This is an optimization exercise on Yosys and OpenROAD, whose aim is small area, a short achievable clock period and few clock cycles per item, not a production implementation.
At most, simulation tests tie the RTL to the original design; equivalence was not proved.
Power figures rest on the tool's default switching activity, not on a simulated workload.

== old ==
==> module ooo_top, before the edit <==
module ooo_top (
   input  wire         clock,
   input  wire         reset,
   input  wire         dispatch_valid,
   input  wire  [2:0]  dispatch_op,
   input  wire  [3:0]  dispatch_rd,
   input  wire  [3:0]  dispatch_rs1,
   input  wire  [3:0]  dispatch_rs2,
   input  wire  [15:0] dispatch_imm,
   output logic        dispatch_ready,
   output logic        commit_valid,
   output logic [3:0]  commit_rd,
   output logic [31:0] commit_value
);
   localparam logic [2:0] op_li  = 3'd0;
   localparam logic [2:0] op_add = 3'd1;
   localparam logic [2:0] op_sub = 3'd2;
   localparam logic [2:0] op_and = 3'd3;
   localparam logic [2:0] op_xor = 3'd4;
   localparam logic [2:0] op_mul = 3'd5;
   localparam int         mid_w  = ooo_pkg::mid_w;
   logic [31:0]      rf [16];
   logic [15:0]      rf_set;
   logic             f_valid;
   logic [2:0]       f_op;
   logic [3:0]       f_rd;
   logic [3:0]       f_rs1;
   logic [3:0]       f_rs2;
   logic [15:0]      f_imm;
   logic             ready_q;     
   logic             d_valid;
   logic             d_sub;       
   logic             d_sel_sum;   
   logic             d_sel_and;
   logic             d_sel_xor;
   logic             d_mul;
   logic [3:0]       d_rd;
   logic [31:0]      d_a;
   logic [31:0]      d_b;         
   logic [15:0]      d_one, d_two, d_neg;    
   logic             d_a_m, d_b_m, d_a_w, d_b_w;
   logic             d_ma_m, d_mb_m, d_ma_w, d_mb_w;
   logic             m_valid;
   logic             m_mul;
   logic [3:0]       m_rd;
   logic [mid_w-1:0] m_mid;
   logic             w_valid;
   logic [3:0]       w_rd;
   logic [31:0]      w_val;
   logic             stall;
   logic             take;
   logic             uses;
   logic             f_mul;
   logic             f_sub;
   logic             a_d, b_d, a_m, b_m, a_w, b_w;
   logic             ready_next;
   logic [31:0]      rd_a, rd_b;
   logic [15:0]      rd_one, rd_two, rd_neg;
   logic [15:0]      m_one, m_two, m_neg;
   logic [15:0]      w_one, w_two, w_neg;
   logic [15:0]      x_one, x_two, x_neg;
   logic [31:0]      m_row0;
   logic [31:0]      xa, xb, ma;
   logic [32:0]      sum;
   logic [31:0]      row0;
   logic [mid_w-1:0] tree_mid;
   logic [mid_w-1:0] x_mid;
   logic [31:0]      m_s, m_c;
   logic [31:0]      w_next;
   assign m_row0 = m_mid[31:0];
   assign stall = f_valid && uses && d_valid && d_mul && (f_rs1 == d_rd || f_rs2 == d_rd);
   assign take           = !stall;
   assign dispatch_ready = ready_q;
   assign ready_next = !(!stall && f_valid && f_mul && dispatch_valid &&
                         dispatch_op != op_li &&
                         (dispatch_rs1 == f_rd || dispatch_rs2 == f_rd));
   always_ff @(posedge clock) begin
      if (reset) begin
         f_valid <= 1'b0;
         ready_q <= 1'b1;
      end else begin
         ready_q <= ready_next;
         if (take) begin
            f_valid <= dispatch_valid;
            f_op    <= dispatch_op;
            f_rd    <= dispatch_rd;
            f_rs1   <= dispatch_rs1;
            f_rs2   <= dispatch_rs2;
            f_imm   <= dispatch_imm;
         end
      end
   end
   assign uses  = (f_op != op_li);
   assign f_mul = (f_op == op_mul);
   assign f_sub = (f_op == op_sub);
   assign a_d = uses && d_valid && (f_rs1 == d_rd);
   assign b_d = uses && d_valid && (f_rs2 == d_rd);
   assign a_m = uses && m_valid && (f_rs1 == m_rd);
   assign b_m = uses && m_valid && (f_rs2 == m_rd);
   assign a_w = w_valid && (f_rs1 == w_rd);
   assign b_w = w_valid && (f_rs2 == w_rd);
   always_comb begin
      rd_a = '0;
      rd_b = '0;
      for (int r = 0; r < 16; r++) begin
         rd_a = rd_a | ({32{rf_set[r] && f_rs1 == r}} & rf[r]);
         rd_b = rd_b | ({32{rf_set[r] && f_rs2 == r}} & rf[r]);
      end
      if (a_w) rd_a = w_val;
      if (b_w) rd_b = w_val;
      if (!uses) rd_a = {{16{f_imm[15]}}, f_imm};
      if (!uses) rd_b = '0;
   end
   booth_enc i_rd_enc (.b(rd_b), .one(rd_one), .two(rd_two), .neg(rd_neg));
   always_ff @(posedge clock) begin
      if (reset) begin
         d_valid <= 1'b0;
      end else begin
         d_valid <= f_valid && !stall;
      end
      d_sub     <= f_sub;
      d_sel_sum <= !(f_op == op_and || f_op == op_xor || f_mul);
      d_sel_and <= (f_op == op_and);
      d_sel_xor <= (f_op == op_xor);
      d_mul     <= f_mul;
      d_rd      <= f_rd;
      d_a       <= rd_a;
      d_b       <= rd_b ^ {32{f_sub}};
      d_one     <= rd_one;
      d_two     <= rd_two;
      d_neg     <= rd_neg;
      d_a_m     <= !f_mul && a_d;
      d_b_m     <= !f_mul && b_d;
      d_a_w     <= !f_mul && !a_d && a_m;
      d_b_w     <= !f_mul && !b_d && b_m;
      d_ma_m    <= f_mul && a_d;
      d_mb_m    <= f_mul && b_d;
      d_ma_w    <= f_mul && !a_d && a_m;
      d_mb_w    <= f_mul && !b_d && b_m;
   end
   assign xa = d_a_m ? m_row0 : (d_a_w ? w_val : d_a);
   assign xb = d_b_m ? (m_row0 ^ {32{d_sub}}) : (d_b_w ? (w_val ^ {32{d_sub}}) : d_b);
   assign ma = d_ma_m ? m_row0 : (d_ma_w ? w_val : d_a);
   booth_enc i_m_enc (.b(m_row0), .one(m_one), .two(m_two), .neg(m_neg));
   booth_enc i_w_enc (.b(w_val), .one(w_one), .two(w_two), .neg(w_neg));
   assign x_one = d_mb_m ? m_one : (d_mb_w ? w_one : d_one);
   assign x_two = d_mb_m ? m_two : (d_mb_w ? w_two : d_two);
   assign x_neg = d_mb_m ? m_neg : (d_mb_w ? w_neg : d_neg);
   assign sum = {xa, 1'b1} + {xb, d_sub};
   mul_tree1 i_mul_tree1 (.a(ma), .one(x_one), .two(x_two), .neg(x_neg), .mid(tree_mid));
   assign row0 = ({32{d_sel_sum}}  & sum[32:1])
               | ({32{d_sel_and}}  & (xa & xb))
               | ({32{d_sel_xor}}  & (xa ^ xb))
               | ({32{d_mul}}      & tree_mid[31:0]);
   assign x_mid = {tree_mid[mid_w-1:32] & {(mid_w-32){d_mul}}, row0};
   always_ff @(posedge clock) begin
      if (reset) begin
         m_valid <= 1'b0;
      end else begin
         m_valid <= d_valid;
      end
      m_mul <= d_mul;
      m_rd  <= d_rd;
      m_mid <= x_mid;
   end
   mul_tree2 i_mul_tree2 (.mid(m_mid), .s(m_s), .c(m_c));
   assign w_next = m_s + m_c;
   always_ff @(posedge clock) begin
      if (reset) begin
         w_valid <= 1'b0;
      end else begin
         w_valid <= m_valid;
      end
      w_rd  <= m_rd;
      w_val <= w_next;
   end
   always_ff @(posedge clock) begin
      if (reset) begin
         rf_set <= '0;
      end else if (w_valid) begin
         rf_set[w_rd] <= 1'b1;
      end
   end
   always_ff @(posedge clock) begin
      if (w_valid) begin
         rf[w_rd] <= w_val;
      end
   end
   assign commit_valid = w_valid;
   assign commit_rd    = w_rd;
   assign commit_value = w_val;
endmodule
==> flow/config.mk <==
export PLATFORM = sky130hd
export DESIGN_NAME = ooo_top
export DESIGN_NICKNAME = ooo_top
export VERILOG_FILES = /design/flow/design.v
export SDC_FILE = /design/flow/constraint.sdc
export NUM_CORES = 4
export LEC_CHECK = 0
export CAP_MARGIN = 20
export CORE_MARGIN = 2
export CORE_UTILIZATION = 40
export PLACE_DENSITY = 0.5
export SETUP_SLACK_MARGIN = 5
export SLEW_MARGIN = 20
export TNS_END_PERCENT = 0
==> flow/constraint.sdc <==
create_clock -name core_clock -period 8.0 [get_ports {clock}]
set_input_delay 1.6000 -clock core_clock [delete_from_list [all_inputs] [get_ports {clock}]]
set_output_delay 1.6000 -clock core_clock [all_outputs]
set_load 0.01 [all_outputs]
run.sh (not shown) runs the stock make flow with config.mk's settings and CLKGATE_MAP_FILE= SYNTH_SCRIPT=/design/flow/synth_recipe.tcl, a recipe that flattens the netlist after the stock synthesis.
Testbench counts of old, summed over its fixed seeds: cycles 16,438, insts 16,000.
Relative to old, the following input files were edited for new:
diff --git a/flow/design.v b/flow/design.v
--- a/flow/design.v
+++ b/flow/design.v
@@ -1259,10 +1259,12 @@
    logic [31:0]      d_a;
    logic [31:0]      d_b;         
    logic [15:0]      d_one, d_two, d_neg;    
    logic             d_a_m, d_b_m, d_a_w, d_b_w;
    logic             d_ma_m, d_mb_m, d_ma_w, d_mb_w;
+   logic             h_a_m, h_b_m, h_a_w, h_b_w;
+   logic             h_ma_m, h_mb_m, h_ma_w, h_mb_w;
    logic             m_valid;
    logic             m_mul;
    logic [3:0]       m_rd;
    logic [mid_w-1:0] m_mid;
    logic             w_valid;
@@ -1277,10 +1279,11 @@
    logic             ready_next;
    logic [31:0]      rd_a, rd_b;
    logic [15:0]      rd_one, rd_two, rd_neg;
    logic [15:0]      m_one, m_two, m_neg;
    logic [15:0]      w_one, w_two, w_neg;
+   logic [15:0]      e_one, e_two, e_neg;
    logic [15:0]      x_one, x_two, x_neg;
    logic [31:0]      m_row0;
    logic [31:0]      xa, xb, ma;
    logic [32:0]      sum;
    logic [31:0]      row0;
@@ -1357,25 +1360,57 @@
       d_ma_m    <= f_mul && a_d;
       d_mb_m    <= f_mul && b_d;
       d_ma_w    <= f_mul && !a_d && a_m;
       d_mb_w    <= f_mul && !b_d && b_m;
    end
-   assign xa = d_a_m ? m_row0 : (d_a_w ? w_val : d_a);
-   assign xb = d_b_m ? (m_row0 ^ {32{d_sub}}) : (d_b_w ? (w_val ^ {32{d_sub}}) : d_b);
-   assign ma = d_ma_m ? m_row0 : (d_ma_w ? w_val : d_a);
+   always_ff @(posedge clock) begin
+      if (reset) begin
+         h_a_m  <= 1'b0;
+         h_b_m  <= 1'b0;
+         h_a_w  <= 1'b0;
+         h_b_w  <= 1'b0;
+         h_ma_m <= 1'b0;
+         h_mb_m <= 1'b0;
+         h_ma_w <= 1'b0;
+         h_mb_w <= 1'b0;
+      end else begin
+         h_a_m  <= !f_mul && a_d;
+         h_b_m  <= !f_mul && b_d;
+         h_a_w  <= !f_mul && !a_d && a_m;
+         h_b_w  <= !f_mul && !b_d && b_m;
+         h_ma_m <= f_mul && a_d;
+         h_mb_m <= f_mul && b_d;
+         h_ma_w <= f_mul && !a_d && a_m;
+         h_mb_w <= f_mul && !b_d && b_m;
+      end
+   end
+   assign xa[15:0]  = d_a_m ? m_row0[15:0] : (d_a_w ? w_val[15:0] : d_a[15:0]);
+   assign xa[31:16] = h_a_m ? m_row0[31:16] : (h_a_w ? w_val[31:16] : d_a[31:16]);
+   assign xb[15:0]  = d_b_m ? (m_row0[15:0] ^ {16{d_sub}}) :
+                      (d_b_w ? (w_val[15:0] ^ {16{d_sub}}) : d_b[15:0]);
+   assign xb[31:16] = h_b_m ? (m_row0[31:16] ^ {16{d_sub}}) :
+                      (h_b_w ? (w_val[31:16] ^ {16{d_sub}}) : d_b[31:16]);
+   assign ma[15:0]  = d_ma_m ? m_row0[15:0] : (d_ma_w ? w_val[15:0] : d_a[15:0]);
+   assign ma[31:16] = h_ma_m ? m_row0[31:16] : (h_ma_w ? w_val[31:16] : d_a[31:16]);
    booth_enc i_m_enc (.b(m_row0), .one(m_one), .two(m_two), .neg(m_neg));
    booth_enc i_w_enc (.b(w_val), .one(w_one), .two(w_two), .neg(w_neg));
-   assign x_one = d_mb_m ? m_one : (d_mb_w ? w_one : d_one);
-   assign x_two = d_mb_m ? m_two : (d_mb_w ? w_two : d_two);
-   assign x_neg = d_mb_m ? m_neg : (d_mb_w ? w_neg : d_neg);
+   assign e_one = d_one & {16{d_mul}};
+   assign e_two = d_two & {16{d_mul}};
+   assign e_neg = d_neg & {16{d_mul}};
+   assign x_one[7:0]  = d_mb_m ? m_one[7:0] : (d_mb_w ? w_one[7:0] : e_one[7:0]);
+   assign x_two[7:0]  = d_mb_m ? m_two[7:0] : (d_mb_w ? w_two[7:0] : e_two[7:0]);
+   assign x_neg[7:0]  = d_mb_m ? m_neg[7:0] : (d_mb_w ? w_neg[7:0] : e_neg[7:0]);
+   assign x_one[15:8] = h_mb_m ? m_one[15:8] : (h_mb_w ? w_one[15:8] : e_one[15:8]);
+   assign x_two[15:8] = h_mb_m ? m_two[15:8] : (h_mb_w ? w_two[15:8] : e_two[15:8]);
+   assign x_neg[15:8] = h_mb_m ? m_neg[15:8] : (h_mb_w ? w_neg[15:8] : e_neg[15:8]);
    assign sum = {xa, 1'b1} + {xb, d_sub};
    mul_tree1 i_mul_tree1 (.a(ma), .one(x_one), .two(x_two), .neg(x_neg), .mid(tree_mid));
    assign row0 = ({32{d_sel_sum}}  & sum[32:1])
                | ({32{d_sel_and}}  & (xa & xb))
                | ({32{d_sel_xor}}  & (xa ^ xb))
-               | ({32{d_mul}}      & tree_mid[31:0]);
-   assign x_mid = {tree_mid[mid_w-1:32] & {(mid_w-32){d_mul}}, row0};
+               | tree_mid[31:0];
+   assign x_mid = {tree_mid[mid_w-1:32], row0};
    always_ff @(posedge clock) begin
       if (reset) begin
          m_valid <= 1'b0;
       end else begin
          m_valid <= d_valid;
new went all the way through synthesis, placement and routing and the layout is clean on timing, DRC and antenna.
Compared to old, new has flop and latch count out of synthesis 8 higher.
In the flow results for new and old, the cell count is larger on old.
Clock transition time at the flip-flop clock pins of the worst setup and hold paths of old is on par with new.
Delta(total power, new - old) > 0
new vs. old: post-synthesis average cell area went up by 1.9%, sequential area share after synthesis went up by 0.56 points, final design instance area without fill was more or less identical, die area went down by about 0.5%.
Taking old as the reference, in new part of the total power dissipated in sequential elements lower, number of distinct library cell variants in the gate-level netlist after synthesis down about 4.7%, all-layer global routing usage about even, sequential share of layout area climbed 0.25 points.
The RTL of new was laid out without a check of its function.

==> what the ideal ports hide <==
No port has a modelled driver above. Below, the same layouts with a new extraction and two added sets of constraints. Step 1, drivers: a clkbuf_16 drives clock and a buf_2 each remaining input, both assumed. Step 2 also shifts input and output timing later by t, the mid clock arrival at the registers, as if the neighbouring blocks saw the same clock. a / b / c = no drivers / after step 1 / after step 2; a / b = the first two.
| run | shift t [ns] | slack for setup (ns) | latest minus earliest clock arrival (ns) | slew at the worst register clock pin (ns) | pins driven straight from the clock port |
|---|---|---|---|---|---|
| old | 0.782 | 3.876 / 3.876 / 3.876 | 0.067 / 0.067 | 0.07 / 0.07 | 1 |
| new | 0.786 | 3.875 / 3.875 / 3.875 | 0.048 / 0.048 | 0.07 / 0.07 | 1 |
After both steps every run listed still meets setup and hold.
